Context: an optimization exercise on an open-source flow, tuned for small area. The choices shown serve that exercise and are no tape-out recipe.
Only the layout flow was run in this run; the RTL was not checked for function there.
Power and IR drop assume default switching activity.

==> flow/config.mk <==
export PLATFORM = sky130hd
export DESIGN_NAME = event_readout
export DESIGN_NICKNAME = event_readout
export VERILOG_FILES = /design/flow/design.v
export SDC_FILE = /design/flow/constraint.sdc
export NUM_CORES = 4
export LEC_CHECK = 0
export CAP_MARGIN = 10
export CORE_MARGIN = 2
export CORE_UTILIZATION = 45
export CTS_CLUSTER_DIAMETER = 100
export CTS_CLUSTER_SIZE = 26
export SLEW_MARGIN = 10
export SYNTH_HIERARCHICAL = 1
export SYNTH_MINIMUM_KEEP_SIZE = 0
==> flow/constraint.sdc <==
create_clock -name core_clock -period 6.0 [get_ports {clk_i}]
set_input_delay 1.2000 -clock core_clock [delete_from_list [all_inputs] [get_ports {clk_i}]]
set_output_delay 1.2000 -clock core_clock [all_outputs]
set_load 0.01 [all_outputs]
==> flow/design.v <==
`timescale 1ns/1ns
module event_readout
(
    input  logic        clk_i,
    input  logic        rdholdoff_reset,
    input  logic        clk_ce_i,
    input  logic [23:0] rdholdoff_i,
    input  logic        sample_wr_en_i,
    input  logic        sample_wr_chan_i,
    input  logic [1:0]  sample_wr_bank_i,
    input  logic [3:0]  sample_wr_addr_i,
    input  logic [15:0] sample_wr_data_i,
    input  logic        hdr_push_i,
    input  logic [15:0] hdr_word_i,
    output logic [15:0] ev_data_o,
    output logic        ev_strobe_o,
    output logic        ev_valid_o,
    output logic        complete_o
);
    logic        valid_q;      
    logic        pause_q;      
    logic        strobe_q;
    logic [6:0]  p_q;          
    logic [24:0] cnt_q;        
    logic [4:0]  wp_q;         
    logic [2:0]  ep_q;         
    logic active, idle, avail, start, cap, last;
    assign active = valid_q & ~pause_q;
    assign idle   = ~valid_q & ~pause_q;
    assign avail  = (wp_q[4:2] != ep_q);
    assign start  = clk_ce_i & idle & avail;
    assign cap    = clk_ce_i & active;
    assign last   = (p_q == 7'd111);
    always_ff @(posedge clk_i) begin
        if (rdholdoff_reset) begin
            valid_q  <= 1'b0;
            pause_q  <= 1'b0;
            strobe_q <= 1'b0;
            wp_q     <= '0;
            ep_q     <= '0;
        end else begin
            strobe_q <= cap;
            if (hdr_push_i) wp_q <= wp_q + 1'b1;
            if (start) valid_q <= 1'b1;
            if (cap && last) begin
                pause_q <= 1'b1;
                ep_q    <= ep_q + 1'b1;
            end
            if (clk_ce_i && pause_q) begin
                valid_q <= 1'b0;
                if (cnt_q[24]) pause_q <= 1'b0;
            end
        end
    end
    always_ff @(posedge clk_i) begin
        if (start) p_q <= 7'd124;
        else if (cap) p_q <= (p_q[5:0] == 6'b10_1111) ? 7'b1_00_0000 : p_q + 1'b1;
    end
    always_ff @(posedge clk_i) begin
        if (cap && last) cnt_q <= {1'b0, rdholdoff_i};
        else cnt_q <= cnt_q - clk_ce_i;
    end
    assign ev_valid_o  = valid_q;
    assign ev_strobe_o = strobe_q;
    assign complete_o  = cap & last;
    logic [15:0] smem  [96];
    logic [15:0] snext [96];
    logic [95:0] s_sel, s_sel_n;
    logic [6:0]  s_addr;
    logic        s_en;
    logic [15:0] s_wdata;
    logic [15:0] rd_word;
    assign s_addr  = valid_q ? p_q : {sample_wr_chan_i, sample_wr_bank_i, sample_wr_addr_i};
    assign s_en    = valid_q | sample_wr_en_i;
    assign s_wdata = valid_q ? rd_word : sample_wr_data_i;
    er_sample_dec u_sdec (
        .en_i    (s_en),
        .addr_i  (s_addr),
        .sel_o   (s_sel),
        .sel_n_o (s_sel_n)
    );
    for (genvar i = 0; i < 96; i++) begin : g_s
        er_hold u_h (.q_i(smem[i]), .we_i(s_sel[i]), .we_n_i(s_sel_n[i]),
                     .d_i(s_wdata), .y_o(snext[i]));
        always_ff @(posedge clk_i) smem[i] <= snext[i];
    end
    logic [15:0] hmem  [16];
    logic [15:0] hnext [16];
    logic [15:0] h_we, h_we_n;
    logic [15:0] h_sel;
    er_hdr_wdec u_hwdec (
        .push_i (hdr_push_i),
        .wp_i   (wp_q[3:0]),
        .we_o   (h_we),
        .we_n_o (h_we_n)
    );
    for (genvar i = 0; i < 16; i++) begin : g_h
        er_hold u_h (.q_i(hmem[i]), .we_i(h_we[i]), .we_n_i(h_we_n[i]),
                     .d_i(hdr_word_i), .y_o(hnext[i]));
        always_ff @(posedge clk_i) hmem[i] <= hnext[i];
    end
    er_hdr_rdec u_hrdec (
        .p_i   (p_q),
        .ep_i  (ep_q[1:0]),
        .sel_o (h_sel)
    );
    logic [111:0] rsel;
    logic [15:0]  data_q;
    assign rsel = {h_sel, s_sel};
    for (genvar b = 0; b < 16; b++) begin : g_rd
        logic [111:0] col;
        for (genvar i = 0; i < 96; i++) begin : g_cs
            assign col[i] = smem[i][b];
        end
        for (genvar i = 0; i < 16; i++) begin : g_ch
            assign col[96+i] = hmem[i][b];
        end
        er_rd_bit u_rd (.sel_i(rsel), .d_i(col), .y_o(rd_word[b]));
    end
    always_ff @(posedge clk_i) data_q <= rd_word;
    assign ev_data_o = data_q;
endmodule
module er_hold
(
    input  logic [15:0] q_i,
    input  logic        we_i,
    input  logic        we_n_i,
    input  logic [15:0] d_i,
    output logic [15:0] y_o
);
    for (genvar b = 0; b < 16; b++) begin : g_b
        er_hold_bit u_b (.q_i(q_i[b]), .we_i(we_i), .we_n_i(we_n_i), .d_i(d_i[b]), .y_o(y_o[b]));
    end
endmodule
module er_hold_bit
(
    input  logic q_i,
    input  logic we_i,
    input  logic we_n_i,
    input  logic d_i,
    output logic y_o
);
    assign y_o = (q_i | we_i) & (d_i | we_n_i);
endmodule
module er_predec4
(
    input  logic [3:0]  a_i,
    output logic [15:0] lo_o
);
    for (genvar a = 0; a < 16; a++) begin : g_a
        assign lo_o[a] = (a_i == 4'(a));
    end
endmodule
module er_hdr_wdec
(
    input  logic        push_i,
    input  logic [3:0]  wp_i,
    output logic [15:0] we_o,
    output logic [15:0] we_n_o
);
    logic [15:0] lo;
    er_predec4 u_lo (.a_i(wp_i), .lo_o(lo));
    for (genvar i = 0; i < 16; i++) begin : g_i
        er_and2  u_we   (.a_i(push_i), .b_i(lo[i]), .y_o(we_o[i]));
        er_nand2 u_we_n (.a_i(push_i), .b_i(lo[i]), .y_o(we_n_o[i]));
    end
endmodule
module er_sample_dec
(
    input  logic        en_i,
    input  logic [6:0]  addr_i,
    output logic [95:0] sel_o,
    output logic [95:0] sel_n_o
);
    logic [5:0]  hi;
    logic [15:0] lo;
    er_predec_bank u_hi (.en_i(en_i), .cb_i(addr_i[6:4]), .hi_o(hi));
    er_predec4 u_lo (.a_i(addr_i[3:0]), .lo_o(lo));
    for (genvar h = 0; h < 6; h++) begin : g_h
        for (genvar a = 0; a < 16; a++) begin : g_a
            er_and2  u_sel   (.a_i(hi[h]), .b_i(lo[a]), .y_o(sel_o[h*16+a]));
            er_nand2 u_sel_n (.a_i(hi[h]), .b_i(lo[a]), .y_o(sel_n_o[h*16+a]));
        end
    end
endmodule
module er_predec_bank
(
    input  logic       en_i,
    input  logic [2:0] cb_i,
    output logic [5:0] hi_o
);
    for (genvar c = 0; c < 2; c++) begin : g_c
        for (genvar b = 0; b < 3; b++) begin : g_b
            assign hi_o[c*3+b] = en_i && (cb_i == {1'(c), 2'(b)});
        end
    end
endmodule
module er_hdr_rdec
(
    input  logic [6:0]  p_i,
    input  logic [1:0]  ep_i,
    output logic [15:0] sel_o
);
    logic [3:0] hh;
    logic [3:0] ej;
    er_predec_hdr u_pre (.p_i(p_i), .ep_i(ep_i), .hh_o(hh), .ej_o(ej));
    for (genvar i = 0; i < 16; i++) begin : g_hd
        er_and2 u_sel (.a_i(ej[i / 4]), .b_i(hh[i % 4]), .y_o(sel_o[i]));
    end
endmodule
module er_predec_hdr
(
    input  logic [6:0] p_i,
    input  logic [1:0] ep_i,
    output logic [3:0] hh_o,
    output logic [3:0] ej_o
);
    for (genvar k = 0; k < 4; k++) begin : g_k
        assign hh_o[k] = (p_i[6:2] == 5'b11111) && (p_i[1:0] == 2'(k));
        assign ej_o[k] = (ep_i == 2'(k));
    end
endmodule
module er_and2
(
    input  logic a_i,
    input  logic b_i,
    output logic y_o
);
    assign y_o = a_i & b_i;
endmodule
module er_rd_bit
(
    input  logic [111:0] sel_i,
    input  logic [111:0] d_i,
    output logic         y_o
);
    logic [37:0] t_n;
    for (genvar g = 0; g < 37; g++) begin : g_3
        er_aoi222 u_t (.a_i(sel_i[3*g+2:3*g]), .b_i(d_i[3*g+2:3*g]), .y_o(t_n[g]));
    end
    er_nand2 u_t1 (.a_i(sel_i[111]), .b_i(d_i[111]), .y_o(t_n[37]));
    er_nand38 u_or (.a_i(t_n), .y_o(y_o));
endmodule
module er_aoi222
(
    input  logic [2:0] a_i,
    input  logic [2:0] b_i,
    output logic       y_o
);
    assign y_o = ~|(a_i & b_i);
endmodule
module er_nand2
(
    input  logic a_i,
    input  logic b_i,
    output logic y_o
);
    assign y_o = ~(a_i & b_i);
endmodule
module er_nand38
(
    input  logic [37:0] a_i,
    output logic        y_o
);
    assign y_o = ~&a_i;
endmodule
==> flow/run.sh <==
#!/bin/bash
# synth_recipe.tcl (not shown) runs the flow's synth.tcl, then flattens the netlist and writes it again
# the make line also repeats each setting of config.mk as NAME=value (left out here)
make -C /OpenROAD-flow-scripts/flow DESIGN_CONFIG=/design/flow/config.mk WORK_HOME=/design/flow/orfs CLKGATE_MAP_FILE= SYNTH_SCRIPT=/design/flow/synth_recipe.tcl finish
==> notes.md <==
-- worst min path at each step --
stage,to,slack [ns],from
2_1_floorplan,hmem[0][0],0.45,hmem[0][0]
5_1_grt,smem[88][2],0.49,smem[88][2]
6_report,hmem[14][3],0.48,hmem[14][3]
3_5_place_dp,hmem[0][12],0.46,hmem[0][12]
3_3_place_gp,smem[75][9],0.45,smem[75][9]
4_1_cts,smem[48][4],0.48,smem[48][4]
-- cell type report --
| type | instances | area [sq um] | area share, % |
|---|---|---|---|
| repair buffers | 387 | 3980 | 5.53 |
| well taps | 1876 | 2350 | 3.26 |
| multi-input cells | 3115 | 26300 | 36.5 |
| inverters | 7 | 26.3 | 0.0365 |
| clock buffers | 85 | 2110 | 2.92 |
| clock inverters | 10 | 153 | 0.212 |
| flip-flops and latches | 1851 | 37100 | 51.5 |
| diodes | 4 | 10.0 | 0.0139 |
-- cell families (layout without fill, tap and decap cells) --
group	after synthesis	after routing	synth area share [%]
compound gates	2417	2417	34.4
xor+xnor	35	35	0.483
fa+ha+maj	5	5	0.0986
buf+inv	26	489	0.276
flops	1851	1851	58.4
mux	24	24	0.422
other cells	0	4	0
simple gates	634	634	5.95
-- worst max-delay path, delay by kind of cell --
family	cells	cell delay (ns)
and+or+nand+nor	5	2.02
buffers and inverters	4	1.25
muxes	2	0.83
AOI/OAI and AO/OA	2	0.66
-- per-module statistics from Yosys (local to each module, per instance), excerpt --
module / times used / cells inside
er_and2: 128 / 1
er_hold_bit: 1792 / 1
er_nand2: 128 / 1
er_predec4: 2 / 20
er_predec_bank: 1 / 6
er_predec_hdr: 1 / 12
-- power by group through the flow --
stage,Sequential [mW],Clock (mW),Combinational (mW)
final,15.2,6.50,2.64
after CTS,15.2,6.67,2.65
after detailed placement,15.5,0,2.64
after floorplan,15.2,0,1.98
after global placement,15.4,0,2.54
after global routing,15.5,7.05,2.86
-- metal layers --
layer	global-route usage, %	share of wire [%]	up-vias
li1	-	-	22622
met3	2.83	5.6	248
met2	43.9	46	1671
met5	0	0	-
met4	9.66	3.7	0
met1	37.6	44	25792
-- flip-flops by register name (all words and copies together) (netlist names), 3 cells and up --
name / cells
cnt_q: 25
p_q: 7
wp_q: 5
smem: 1536
data_q: 16
ep_q: 3
hmem: 256
-- per-stage QoR --
step	power [mW]	utilization (%)	setup slack [ns]	setup TNS [ns]
6_report	24.4	51.5	0.608	0
5_1_grt	25.4	51.5	0.534	0
4_1_cts	24.5	51.5	0.669	0
3_5_place_dp	18.2	49.9	-0.103	-8.73
3_3_place_gp	18.0	49.9	-0.129	-16.50
2_1_floorplan	17.2	-	0.825	0
-- Yosys cell counts, types with 3 or more instances --
cell and count:
xnor2_1 19, dfxtp_1 1851, or3_1 5, xor2_1 16, nor3_1 10, ha_1 5, o21ai_1 4, nand4_1 149
nand2b_1 3, nor4b_4 8, a222oi_1 592, nor4b_2 3, nor2b_1 3, and4bb_2 5, o21ai_0 18, a21oi_1 5
nor2_1 36, inv_1 7, o21ai_2 3, nand2_1 186, mux2_2 22, and4b_1 8, buf_6 9, and4bb_1 10
nor4_1 33, clkbuf_1 6, nand3_1 22, and2_1 129, o22a_1 1792, nor4_2 4
==> impl_metrics.env <==
export IMPL_status="timing/DRC/antenna clean"
export IMPL_route_detailed_drc=0
export IMPL_cts_hold_buf=0
export IMPL_final_cell_mix="1850 x dfxtp_1, 1792 x o22a_1, 592 x a222oi_1, 232 x buf_4, 186 x nand2_1"
export IMPL_path_clk_slew_ns=0.10
export IMPL_first_pass_iters=13
export IMPL_period_share_pct=89.9
export IMPL_rsz0062_at_grt="false"
export IMPL_drv_cap=0
export IMPL_wirelength_um=202000
export IMPL_seqPwrFrac_pct=62.5
export IMPL_cts_tree="yes"
export IMPL_worstPathMaxFanout=26
export IMPL_via_count=50333
export IMPL_cts_resized=0
export IMPL_io_pins=87
export IMPL_r2r_end="smem[42][4]"
export IMPL_synth_nets=5065
export IMPL_cts_sinks=1851
export IMPL_p_int_mw=18.5
export IMPL_p_sw_share_pct=24.3
export IMPL_pwr_density_cell_mw_per_mm2=339
export IMPL_crit_slowest_cell="nor4_1"
export IMPL_p_sw_mw=5.92
export IMPL_synth_seq_area_share_pct=58.4
export IMPL_ys_seq_elements=1851
export IMPL_critPathLaunch="sample_wr_addr_i[1]"
export IMPL_clock_skew_ns=0.0397
export IMPL_cts_root_buffer="clkbuf_16"
export IMPL_placed_cells=7236
export IMPL_final_cell_area_sq_mm=0.0720
export IMPL_cp_endpoint="smem[42][4]"
export IMPL_setup_violations_final=0
export IMPL_grt_pass1_wl_um=300000
export IMPL_min_path_type="reg2reg"
export IMPL_worst_path_most_repeated_cell="buf_4"
export IMPL_path_cells="clkdlybuf4s50_1 -> mux2_2 -> and4bb_1 -> and2_1 -> buf_4 -> a222oi_1 -> nand4_1 -> nor4_1 -> buf_4 -> nand3_1 -> mux2_4 -> buf_4 -> o22a_1"
export IMPL_grt_pass1_vias=46405
export IMPL_h_tree_depth=3
export IMPL_die_h_um=379
export IMPL_yosysTopAreaCell="dfxtp_1"
export IMPL_antenna_found_initial=3
export IMPL_grt_use_total_pct=27.1
export IMPL_drv_slew=0
export IMPL_rows=137
export IMPL_fmax_mhz=185
export IMPL_overflow=0
export IMPL_hold_viol_final=0
export IMPL_synth_cell_area_sq_mm=0.0634
export IMPL_synth_cell_types=51
export IMPL_synth_enable_flop_cells=0
export IMPL_cp_data_arrival_time_ns=6.00
export IMPL_cts_made_buffers=82
export IMPL_port_buffers=86
export IMPL_hold_depth=1
export IMPL_hpwl_um=135000
export IMPL_critical_path_endpoint_type="flip-flop"
export IMPL_combPwrFrac_pct=10.8
export IMPL_drtIter0Drc=6589
export IMPL_final_min_clock_period_ns=5.39
export IMPL_r2r_start="valid_q"
export IMPL_ys_warn_count=13
export IMPL_rrSetupSlack_ns=0.71
export IMPL_cp_slowest_stage_delay_ns=0.60
export IMPL_startpoint_type="input port"
export IMPL_clockBufferDepth=3
export IMPL_peakVddDrop_mv=0.250
export IMPL_clkPwrFrac_pct=26.6
export IMPL_gp_congestion=0.846
export IMPL_wire_per_inst_um=27.5
export IMPL_core_area_sq_mm=0.140
export IMPL_start_util_pct=45.4
export IMPL_p_leak_nw=25.6
export IMPL_hold_slack_ns=0.480
export IMPL_r2r_cells=14
export IMPL_postSynthAreaPerCell_sq_um=12.7
export IMPL_synth_area_top_cells="dfxtp_1 58%, o22a_1 25%, a222oi_1 9.3%, nand4_1 1.5%, and2_1 1.3%"
export IMPL_dieArea_sq_mm=0.144
export IMPL_synth_top_cell_area_share_pct=58.4
export IMPL_filler_cell_count=12393
export IMPL_synthToLayoutAreaGrowth_pct=13.5
export IMPL_die_x_um=379
export IMPL_tightest_slew_ns=1.30
export IMPL_synthArstFlopShare_pct=0
export IMPL_grt_max_degree=52
export IMPL_drive_gt1_share_pct=8.38
export IMPL_synth_ff_type="dfxtp_1"
export IMPL_layout_commonest_cell="dfxtp_1"
export IMPL_ant_nets=0
export IMPL_final_nets=5517
export IMPL_post_cts_buffers=0
export IMPL_viasPerCell=6.86
export IMPL_syn_inst=4992
export IMPL_dpl_cell_area_sq_mm=0.0697
export IMPL_worst_skew_pair_late_latency_ns=0.74
export IMPL_instances_no_fill=7335
export IMPL_critPathKind="in2reg"
export IMPL_max_slew_margin_rel_pct=13.3
export IMPL_critPathRequiredTime_ns=6.61

## separate check: timing with driven ports
No port has a modelled driver above. Below, the same layout with a new extraction and two added sets of constraints.
Step 1, drivers: a clkbuf_16 drives clk_i and a buf_2 each remaining input, both assumed.
Step 2 moves the port delays by t, midway between the first and last clock arrival at a register: inputs arrive t later, outputs are due t later. That takes back most of the time a late clock gives input paths.
a / b / c = ideal ports / drivers / drivers and shift; a / b = the first two.
t (ns): 0.792
slack for setup (ns): 0.608 / 0.663 / -0.130
worst setup path at the end: input to register
slew at the worst register clock pin (ns): 0.11 / 0.11
With both steps, setup timing fails in this run, where it was met with ideal ports. For this run, drivers alone change the setup slack by +0.055 ns; drivers and shift together by -0.738 ns.
